What follows belongs to an exercise in optimizing a design on an open flow for small area, a short achievable clock period and few clock cycles per item; a production flow would make more cautious choices.
Only simulation tests tie the RTL to the original design; equivalence was not proved.
Power is estimated from default activity; no workload was simulated.

## alpha
// muldiv_iter
module muldiv_iter
#(
    parameter int XLEN     = 64,
    parameter bit WORD_OPS = 1
) (
    input  logic            clk,
    input  logic            rst,
    input  logic            flush,
    input  logic            in_valid,
    output logic            in_ready,
    input  logic [3:0]      op,
    input  logic [XLEN-1:0] rs1,
    input  logic [XLEN-1:0] rs2,
    output logic            out_valid,
    input  logic            out_ready,
    output logic [XLEN-1:0] result,
    output logic            busy
);
Size in the first run: ~2700 cells after synthesis.
Settings: LEC_CHECK=0, CAP_MARGIN=20, CORE_MARGIN=2, CORE_UTILIZATION=45, SETUP_SLACK_MARGIN=5, SLEW_MARGIN=20, TNS_END_PERCENT=0; clock period 10.0 ns.
run.sh (not shown) runs the stock make flow with config.mk's settings and CLKGATE_MAP_FILE= SYNTH_SCRIPT=/design/flow/synth_recipe.tcl, a recipe that flattens the netlist after the stock synthesis.
Testbench counts of alpha, summed over its fixed seeds: cycles 31,238, items 2,400.
Here is what was changed in the inputs of beta compared with alpha.
--- a/flow/design.v
+++ b/flow/design.v
@@ -182,15 +182,15 @@
     assign q = ((b_s1 ? {m[W-2], m} : '0) | (b_s2 ? {m, 1'b0} : '0)
               | (b_s32 ? {m[W-6:0], 5'b00000} : '0)) ^ {W{b_inv}};
     assign r = {((r_s1 ? m[W-3:0] : '0) | (r_s2 ? {m[W-4:0], 1'b0} : '0)) ^ {(W-2){r_inv}},
                 r_inv, r_inv};
     assign cs_s = x ^ q ^ r;
     assign cs_c = {(x[W-2:0] & q[W-2:0]) | (x[W-2:0] & r[W-2:0]) | (q[W-2:0] & r[W-2:0]),
                    r_inv | c_inc};
-    muldiv_add #(.W(W), .KS(0)) u_add (.a(cs_s), .b(cs_c), .cin(qc), .s(sum));
+    muldiv_add #(.W(W), .KS(1)) u_add (.a(cs_s), .b(cs_c), .cin(qc), .s(sum));
     assign neg    = sum[W-1];
     assign dz     = st[I_ALIGN] && cnt[6];
     assign last   = (cnt == 7'd1);
     always_comb begin
         ld_st = '0;
         if (muldiv_pkg::is_illegal(op))  ld_st[I_CAP]  = 1'b1;
         else if (muldiv_pkg::is_mul(op)) ld_st[I_MUL]  = 1'b1;
--- outcome ---
Switching part of the total ends up lower on alpha. Diff alpha -> beta | via count of the first global-routing pass | increase of about 12%. beta against alpha; number of tapcells is up by a little under 10%. In beta the utilization of the core after routing turned out 0.38 points lower than in alpha. From alpha to beta the numbers moved as follows: share of cell area taken by multi-input logic gates now larger, initial antenna violation count moved up, worst path arrival time -0.07 ns, number of filler instances in the final layout shows an increase of 455, cell area now sits higher. Layout overhead on the synthesized area: lower on beta.
Testbench counts of beta, summed over its fixed seeds: cycles 31,238, items 2,400.

--- another note on this design; it stands on its own ---

// muldiv_iter
module muldiv_iter
#(
    parameter int XLEN     = 64,
    parameter bit WORD_OPS = 1
) (
    input  logic            clk,
    input  logic            rst,
    input  logic            flush,
    input  logic            in_valid,
    output logic            in_ready,
    input  logic [3:0]      op,
    input  logic [XLEN-1:0] rs1,
    input  logic [XLEN-1:0] rs2,
    output logic            out_valid,
    input  logic            out_ready,
    output logic [XLEN-1:0] result,
    output logic            busy
);
For scale: about 2700 cells after synthesis, about 200 I/O pins, ~0.025 sq mm of cells after synthesis.
clock: 10.0 ns
lec_check: 0
cap_margin: 20
core_margin: 2
core_utilization: 45
cts_buf_list: sky130_fd_sc_hd__clkbuf_8
setup_slack_margin: 5
slew_margin: 20
tns_end_percent: 0
run.sh (not shown) runs the stock make flow with config.mk's settings and CLKGATE_MAP_FILE= SYNTH_SCRIPT=/design/flow/synth_recipe.tcl, a recipe that flattens the netlist after the stock synthesis.
The baseline ran to the end with no violations.
Testbench counts at the start, summed over its fixed seeds: cycles 31,238, items 2,400.
Then changed:
==> flow/flow/run.sh (new file) <==
#!/bin/bash
set -euo pipefail
bash standard.sh SETUP_SLACK_MARGIN=6.5 finish > standard_flow.log 2>&1
==> flow/standard.sh (new file) <==
#!/bin/bash
# synth_recipe.tcl (not shown) runs the flow's synth.tcl, then flattens the netlist and writes it again
# the make line also repeats each setting of config.mk as NAME=value (left out here)
make -C /OpenROAD-flow-scripts/flow DESIGN_CONFIG=/design/flow/config.mk WORK_HOME=/design/flow/orfs CLKGATE_MAP_FILE= SYNTH_SCRIPT=/design/flow/synth_recipe.tcl "${@:-finish}"
Settings changed: SETUP_SLACK_MARGIN 5 to not set.
removed: flow/run.sh
=> The changed run completed with no timing, DRC or antenna violations. Power is higher by a few percent. Non-clock buffer count is higher by 49. Routed wire length is higher by a few percent. Die area is unchanged. Global-route usage is higher by 0.91 points. Cell area is higher by a few percent. Worst hold slack is worse by 4.5 ps. Setup slack is better by 170 ps. Synthesized area does not change.
Then changed:
==> flow/flow/run.sh (replaced) <==
#!/bin/bash
set -euo pipefail
bash standard.sh SETUP_SLACK_MARGIN=6.0 finish > standard_flow.log 2>&1
Settings changed: CTS_BUF_LIST sky130_fd_sc_hd__clkbuf_8 to not set.
The new run completed without violations.
Clock power goes up by 22%.
Power is higher by 4.5%.
Sequential share of layout area falls by 0.64 points.
Setup slack is better by 38 ps.
Core utilization rose by 1.2 points.
Via count goes up by 1.1%.

-- separate check: timing with driven ports --
How much do the figures lean on ideal ports? The routed layouts below were timed once more, with nothing changed but the port constraints. Step 1 (the two cells are an assumption about what drives the block):
set clk [get_ports {clk}]
set_driving_cell -lib_cell sky130_fd_sc_hd__clkbuf_16 $clk
set_driving_cell -lib_cell sky130_fd_sc_hd__buf_2 [delete_from_list [all_inputs] $clk]
Step 2 moves the port delays by t, midway between the first and last clock arrival at a register: inputs arrive t later, outputs are due t later. That takes back most of the time a late clock gives input paths. Slacks: no drivers / after step 1 / after step 2; pairs: no drivers / after step 1.
run	t, ns	slack for setup (ns)	clock arrival spread, ns
alpha	0.630	5.096 / 5.096 / 4.615	0.020 / 0.020
beta	0.622	5.029 / 5.024 / 4.515	0.016 / 0.016
the first run of note 2	0.718	5.146 / 5.146 / 4.523	0.041 / 0.041
the second run of note 2	0.736	5.319 / 5.319 / 4.755	0.052 / 0.051
the third run of note 2	0.629	5.357 / 5.357 / 4.829	0.025 / 0.025
After both steps every run listed still meets setup and hold. For the first run of note 2, which loses most, drivers alone change the setup slack by 0.000 ns; drivers and shift together by -0.623 ns.
